This is an optimization exercise on Yosys and OpenROAD, whose aim is small area and few clock cycles per item, not a production implementation. Function was checked by simulation only, so behaviour that the tests miss may differ from the original. Power and IR drop assume default switching activity.

==> design.v <==
package sha2_pkg;
  typedef enum logic [1:0] {
    IDLE  = 2'd0,
    ROUND = 2'd1,
    FINAL = 2'd2,
    DONE  = 2'd3
  } rstate_e;
  localparam int SHA256_W      = 32;
  localparam int SHA512_W      = 64;
  localparam int SHA256_ROUNDS = 64;
  localparam int SHA512_ROUNDS = 80;
  localparam logic [8*SHA256_W-1:0] SHA256_IV = {
    32'h6a09e667, 32'hbb67ae85, 32'h3c6ef372, 32'ha54ff53a,
    32'h510e527f, 32'h9b05688c, 32'h1f83d9ab, 32'h5be0cd19
  };
  localparam logic [8*SHA512_W-1:0] SHA512_IV = {
    64'h6a09e667f3bcc908, 64'hbb67ae8584caa73b,
    64'h3c6ef372fe94f82b, 64'ha54ff53a5f1d36f1,
    64'h510e527fade682d1, 64'h9b05688c2b3e6c1f,
    64'h1f83d9abfb41bd6b, 64'h5be0cd19137e2179
  };
  function automatic int rounds_for(input int word_w);
    rounds_for = (word_w == SHA256_W) ? SHA256_ROUNDS : SHA512_ROUNDS;
  endfunction
endpackage
module sha2_var_rotate #(
  parameter int WORD_W = 64
) (
  input  logic [8*WORD_W-1:0] vars,
  input  logic [WORD_W-1:0]   t1,
  input  logic [WORD_W-1:0]   t2,
  output logic [8*WORD_W-1:0] vars_nxt
);
  logic [7:0][WORD_W-1:0] v;
  logic [7:0][WORD_W-1:0] n;
  assign v = vars;
  always_comb begin
    n[7] = t1 + t2;      
    n[6] = v[7];         
    n[5] = v[6];         
    n[4] = v[5];         
    n[3] = v[4] + t1;    
    n[2] = v[3];         
    n[1] = v[2];         
    n[0] = v[1];         
  end
  assign vars_nxt = n;
endmodule
module sha2_round_state #(
  parameter int WORD_W = 64,
  parameter int ROUNDS = 80
) (
  input  logic                clk,
  input  logic                rst_n,
  input  logic                start,
  input  logic                load_iv,
  input  logic [8*WORD_W-1:0] init_hash,
  output logic                init_ready,
  input  logic                abort,
  input  logic                rnd_valid,
  input  logic [WORD_W-1:0]   rnd_t1,
  input  logic [WORD_W-1:0]   rnd_t2,
  output logic                rnd_ready,
  output logic [8*WORD_W-1:0] state_out,
  output logic [8*WORD_W-1:0] digest,
  output logic                digest_valid,
  input  logic                digest_ready,
  output logic                busy
);
  localparam int CNT_W = $clog2(ROUNDS);
  sha2_pkg::rstate_e      state;
  sha2_pkg::rstate_e      state_nxt;
  logic [7:0][WORD_W-1:0] hash;       
  logic [7:0][WORD_W-1:0] vars;       
  logic [7:0][WORD_W-1:0] hash_ff;    
  logic [8*WORD_W-1:0]    vars_rot;
  logic [8*WORD_W-1:0]    blk_iv;
  logic [CNT_W-1:0]       cnt;
  logic                   beat;
  logic                   last_beat;
  assign beat      = rnd_valid && (state == sha2_pkg::ROUND);
  assign last_beat = beat && (cnt == CNT_W'(ROUNDS - 1));
  assign blk_iv = load_iv ? init_hash : hash;
  sha2_var_rotate #(
    .WORD_W (WORD_W)
  ) u_rotate (
    .vars     (vars),
    .t1       (rnd_t1),
    .t2       (rnd_t2),
    .vars_nxt (vars_rot)
  );
  for (genvar gi = 0; gi < 8; gi++) begin : g_ff
    assign hash_ff[gi] = hash[gi] + vars[gi];
  end
  always_ff @(posedge clk or negedge rst_n) begin
    if (!rst_n) state <= sha2_pkg::IDLE;
    else        state <= state_nxt;
  end
  always_comb begin
    state_nxt = state;
    if (abort) begin
      state_nxt = sha2_pkg::IDLE;
    end else begin
      unique case (state)
        sha2_pkg::IDLE:    if (start)        state_nxt = sha2_pkg::ROUND;
        sha2_pkg::ROUND:   if (last_beat)    state_nxt = sha2_pkg::FINAL;
        sha2_pkg::FINAL:                     state_nxt = sha2_pkg::DONE;
        sha2_pkg::DONE:    if (digest_ready) state_nxt = sha2_pkg::IDLE;
        default:                   state_nxt = sha2_pkg::IDLE;
      endcase
    end
  end
  always_comb begin
    init_ready   = (state == sha2_pkg::IDLE);
    rnd_ready    = (state == sha2_pkg::ROUND);
    digest_valid = (state == sha2_pkg::DONE);
    busy         = (state != sha2_pkg::IDLE);
  end
  always_ff @(posedge clk or negedge rst_n) begin
    if (!rst_n) begin
      hash <= '0;
      vars <= '0;
      cnt  <= '0;
    end else if (abort) begin
      cnt  <= '0;
    end else begin
      unique case (state)
        sha2_pkg::IDLE: begin
          if (start) begin
            hash <= blk_iv;
            vars <= blk_iv;
            cnt  <= '0;
          end
        end
        sha2_pkg::ROUND: begin
          if (beat) begin
            vars <= vars_rot;
            cnt  <= cnt + CNT_W'(1);
          end
        end
        sha2_pkg::FINAL:   hash <= hash_ff;
        default: ;
      endcase
    end
  end
  assign state_out = vars;
  assign digest    = hash;
endmodule
==> run.sh <==
#!/bin/bash
# synth_recipe.tcl (not shown) runs the flow's synth.tcl, then flattens the netlist and writes it again
# the make line also repeats each setting of config.mk as NAME=value (left out here)
make -C /OpenROAD-flow-scripts/flow DESIGN_CONFIG=/design/flow/config.mk WORK_HOME=/design/flow/orfs CLKGATE_MAP_FILE= SYNTH_SCRIPT=/design/flow/synth_recipe.tcl finish
==> config.mk <==
export PLATFORM = sky130hd
export DESIGN_NAME = sha2_round_state
export DESIGN_NICKNAME = sha2_round_state
export VERILOG_FILES = /design/flow/design.v
export SDC_FILE = /design/flow/constraint.sdc
export NUM_CORES = 4
export LEC_CHECK = 0
export CAP_MARGIN = 20
export CORE_AREA = 5 5 485 485
export DIE_AREA = 0 0 490 490
export SLEW_MARGIN = 20
==> constraint.sdc <==
create_clock -name core_clock -period 5.0 [get_ports {clk}]
set_input_delay 1.0000 -clock core_clock [delete_from_list [all_inputs] [get_ports {clk}]]
set_output_delay 1.0000 -clock core_clock [all_outputs]
set_load 0.01 [all_outputs]
==> results.txt <==
met3 GRT Util=9.06%; Clk Latency, worst-skew pair=0.84 ns; crit path kind=flop to flop; Slew Viols, Final=0; Final HPWL DP=443 mm; fmax=0.212 GHz; largest net degree at the start of global routing=192; placed insts=15615; GRT overflow=0; first-pass GRT wire length=732 mm; DR vias=96349; routability-driven placement congestion ratio=1.05; largest area contributor in the netlist=dfrtp_1; CTS tree=done; crit path time final=4.72 ns; Worst Path Buf+Inv=0; Root Buffer=clkbuf_16; CTS Hold Bufs=0; CP cell instances=ha_1 > fa_1 > a21o_1 > a221oi_1 > o21ai_0 > nand4_1 > a31oi_1 > a311oi_1 > o21ai_0 > a21oi_1 > o31a_1 > nor2_1 > a41oi_1 > xor2_1 > o21ai_0; clock skew=0.0497 ns; DIE AREA=0.240 mm²; chip width=490 µm; met1 usage=47.2%; Arrival @ worst endpoint=5.39 ns; Critical Path Start=vars[256]$_DFFE_PN0P_; ANT nets after route=0; Least-Margin Pin Slew=1.29 ns; Post-CTS Setup Bufs=0; layout cells sized above 1=5.77%; final instance area=0.113 mm²; WHS=0.109 ns; Starting Density=37.7%; Top FF cell, synth=dfrtp_1; M2 GR Usage=66.5%; delay-heaviest family, CP=compound AO/OA/AOI/OAI gates; Routed WL per cell=33.7 µm; Synth top cells by count=1647 x a21oi_1, 1361 x o21ai_0, 1347 x nand2_1; Yosys cell types=105; # IOs=1675; total wire length=537 mm; final setup fails=0; critical path's most frequent cell=o21ai_0; IO buf count=1674; top-count cell post-synth=a21oi_1; iteration count of the initial detailed-routing pass=6; Slew Limit Headroom=13.8%; Top Usage Layer GRT=met2; CTS resizes=0; CORE AREA=0.230 mm²; gr usage total=42.6%; RSZ-0062 raised after global routing=false; slowest CP cell=a311oi_1; max-cap violations=0; Syn Inst Count=11249; drt via density=6.05; Power Density=793 mW/mm²; Yosys Warn Count=2; Critical Path Start Type=flop; final net count=14021; TritonCTS Buffers=136; status=finished clean; period utilization=94.4%; Final Power=0.0895 W; Fin. Hold Viols=0; DRC errors left=0; clk sinks=1033; ys async rst share=100%; CTS max path bufs=3; Leak=51.6 nW; syn nets=12541; WP data required=5.67 ns; Syn-to-layout area delta=30.4%; largest cells by area after synthesis=dfrtp_1 30%, a21oi_1 9.5%, ha_1 9.2%, o21ai_0 7.9%, mux2i_1 5.9%; Avg Inst Size Synth=7.69 µm²; Setup crit end kind=flop; Yosys top cell area share=29.9%; Placed Area=0.108 mm²; Yosys reg bits=1033; Setup TNS Final=0 ns; Worst Hold Class=input pin to asynchronous set/reset pin; peak supply drop=0.442 mV; critical path peak fanout=4; critical path's largest stage delay=0.56 ns; Post-Syn Area=0.0865 mm²; 1st-iter DRT viols=10159; vias in the first global route=91667; Post-synth EDFFs=0; initial antenna violation count=111; r2r startpoint=vars[256]$_DFFE_PN0P_; H-Tree Depth=4; Final Instance Count excl. Fillers=15933; clk slew on worst S/H paths=0.06 ns; sequential share of the synthesized area=29.9%; height of the die=490 µm; num rows=176
## area by class of cell
cell class                 count  area (µm²)
fill                       22254      117000
multi-input combinational   9330       57400
tap                         3026        3790
timing repair buffer        2074       20300
sequential                  1033       25800
antenna                       73         183
clock inverter                52         832
clock buffer                 191        3910
inverter                     154         583
## power breakdown
part	switching [W]	internal [W]
combinational	0.0359	0.0232
sequential	0.00761	0.0120
clock	0.00442	0.00636
total	0.0480	0.0415
## metrics by stage
step,setup slack [ns],util [%]
global placement,-0.198,47.0
global route,0.0840,49.1
floorplan,0.960,-
CTS,0.415,49.0
detailed placement,-0.213,47.0
finish,0.282,49.1
## path summary, 6_finish.rpt
check                                   endpoint  slack (ns)  cells after the start
max                        hash[312]$_DFFE_PN0P_        0.28                     15
min                        vars[129]$_DFFE_PN0P_        0.11                      1
min in group core_clock     vars[24]$_DFFE_PN0P_        0.52                      2
max reg2reg                hash[312]$_DFFE_PN0P_        0.28                     15
max in group asynchronous  hash[505]$_DFFE_PN0P_        3.39                      3
min reg2reg                 vars[24]$_DFFE_PN0P_        0.52                      2
## registers in the layout, summed over array words and instances, names as in the netlist
signal / flops
cnt: 7
vars: 512
state: 2
hash: 512
## routing by layer
layer	share of wire, %	wire, µm
met1	36	192000
met2	44	238000
met3	7.4	39900
met4	12	65900
met5	0.041	218
## logic make-up after synthesis
kind of cell             count (synthesis)  synth area share (%)
adder cells (fa/ha/maj)                645                  9.42
buffers and inverters                  886                  3.87
AND/OR/NAND/NOR                       3391                  16.6
multiplexers                           526                  6.11
flip-flops                            1033                  29.9
AO/OA/AOI/OAI                         4174                  28.1
XOR/XNOR                               594                  6.02
## worst register-to-register path, delay by kind of cell (launching register included)
family	cells	cell delay, ns
xor gates and xnor gates	1	0.17
DFF	1	0.48
AOI/OAI and AO/OA	10	2.94
and+or+nand+nor	2	0.27
adders and majority gates	2	0.70
## layout by cell type, fill, tap and decap left out, types with 22 or more instances in the layout
cell type / Yosys / final
o211ai_1: 30 / 30
o21bai_1: 116 / 116
ha_1: 635 / 633
o31ai_1: 34 / 34
a21oi_1: 1647 / 1647
o21a_1: 65 / 65
and2_1: 34 / 34
o21ai_1: 36 / 38
clkbuf_1: 656 / 26
buf_12: 0 / 41
nand2_1: 1347 / 1346
o22ai_1: 50 / 50
o21ai_0: 1361 / 1359
mux2i_1: 511 / 509
nand4_1: 150 / 150
nor3_1: 151 / 149
xnor2_1: 372 / 372
nor4_1: 22 / 22
a31oi_1: 60 / 60
diode_2: 0 / 73
inv_1: 152 / 152
a41oi_1: 23 / 23
dfrtp_1: 1033 / 1033
or3_1: 29 / 27
a211oi_1: 56 / 56
nor2b_1: 69 / 69
clkbuf_8: 0 / 28
xor2_1: 222 / 221
buf_4: 0 / 358
a21o_1: 419 / 419
nand3_1: 121 / 121
clkdlybuf4s50_1: 0 / 1672
a211o_1: 22 / 22
clkbuf_16: 0 / 137
nor2_1: 1286 / 1285
nand2b_1: 64 / 64
and3_1: 61 / 61
Testbench counts, summed over its fixed seeds: cycles 26,560, blocks 320.

re-timing with driven ports:
The flow's constraints put no driver on any port. The routed layout listed below was extracted and timed again, unchanged, in two steps. Step 1: set_driving_cell puts a clkbuf_16 on clk and a buf_2 on each other input, an assumption about the parent block. Step 2 moves the port delays by t, midway between the first and last clock arrival at a register: inputs arrive t later, outputs are due t later. That takes back most of the time a late clock gives input paths. Slacks: no drivers / after step 1 / after step 2; pairs: no drivers / after step 1.
t, ns: 0.926
setup slack, ns: 0.282 / 0.282 / -0.298
worst setup path at the end: input to register
worst register clock-pin slew, ns: 0.07 / 0.07
worst slew at a driven data input, ns: 0.31
Met with ideal ports but missed after step 2: setup timing in this run. For this run, drivers alone change the setup slack by 0.000 ns; drivers and shift together by -0.580 ns.
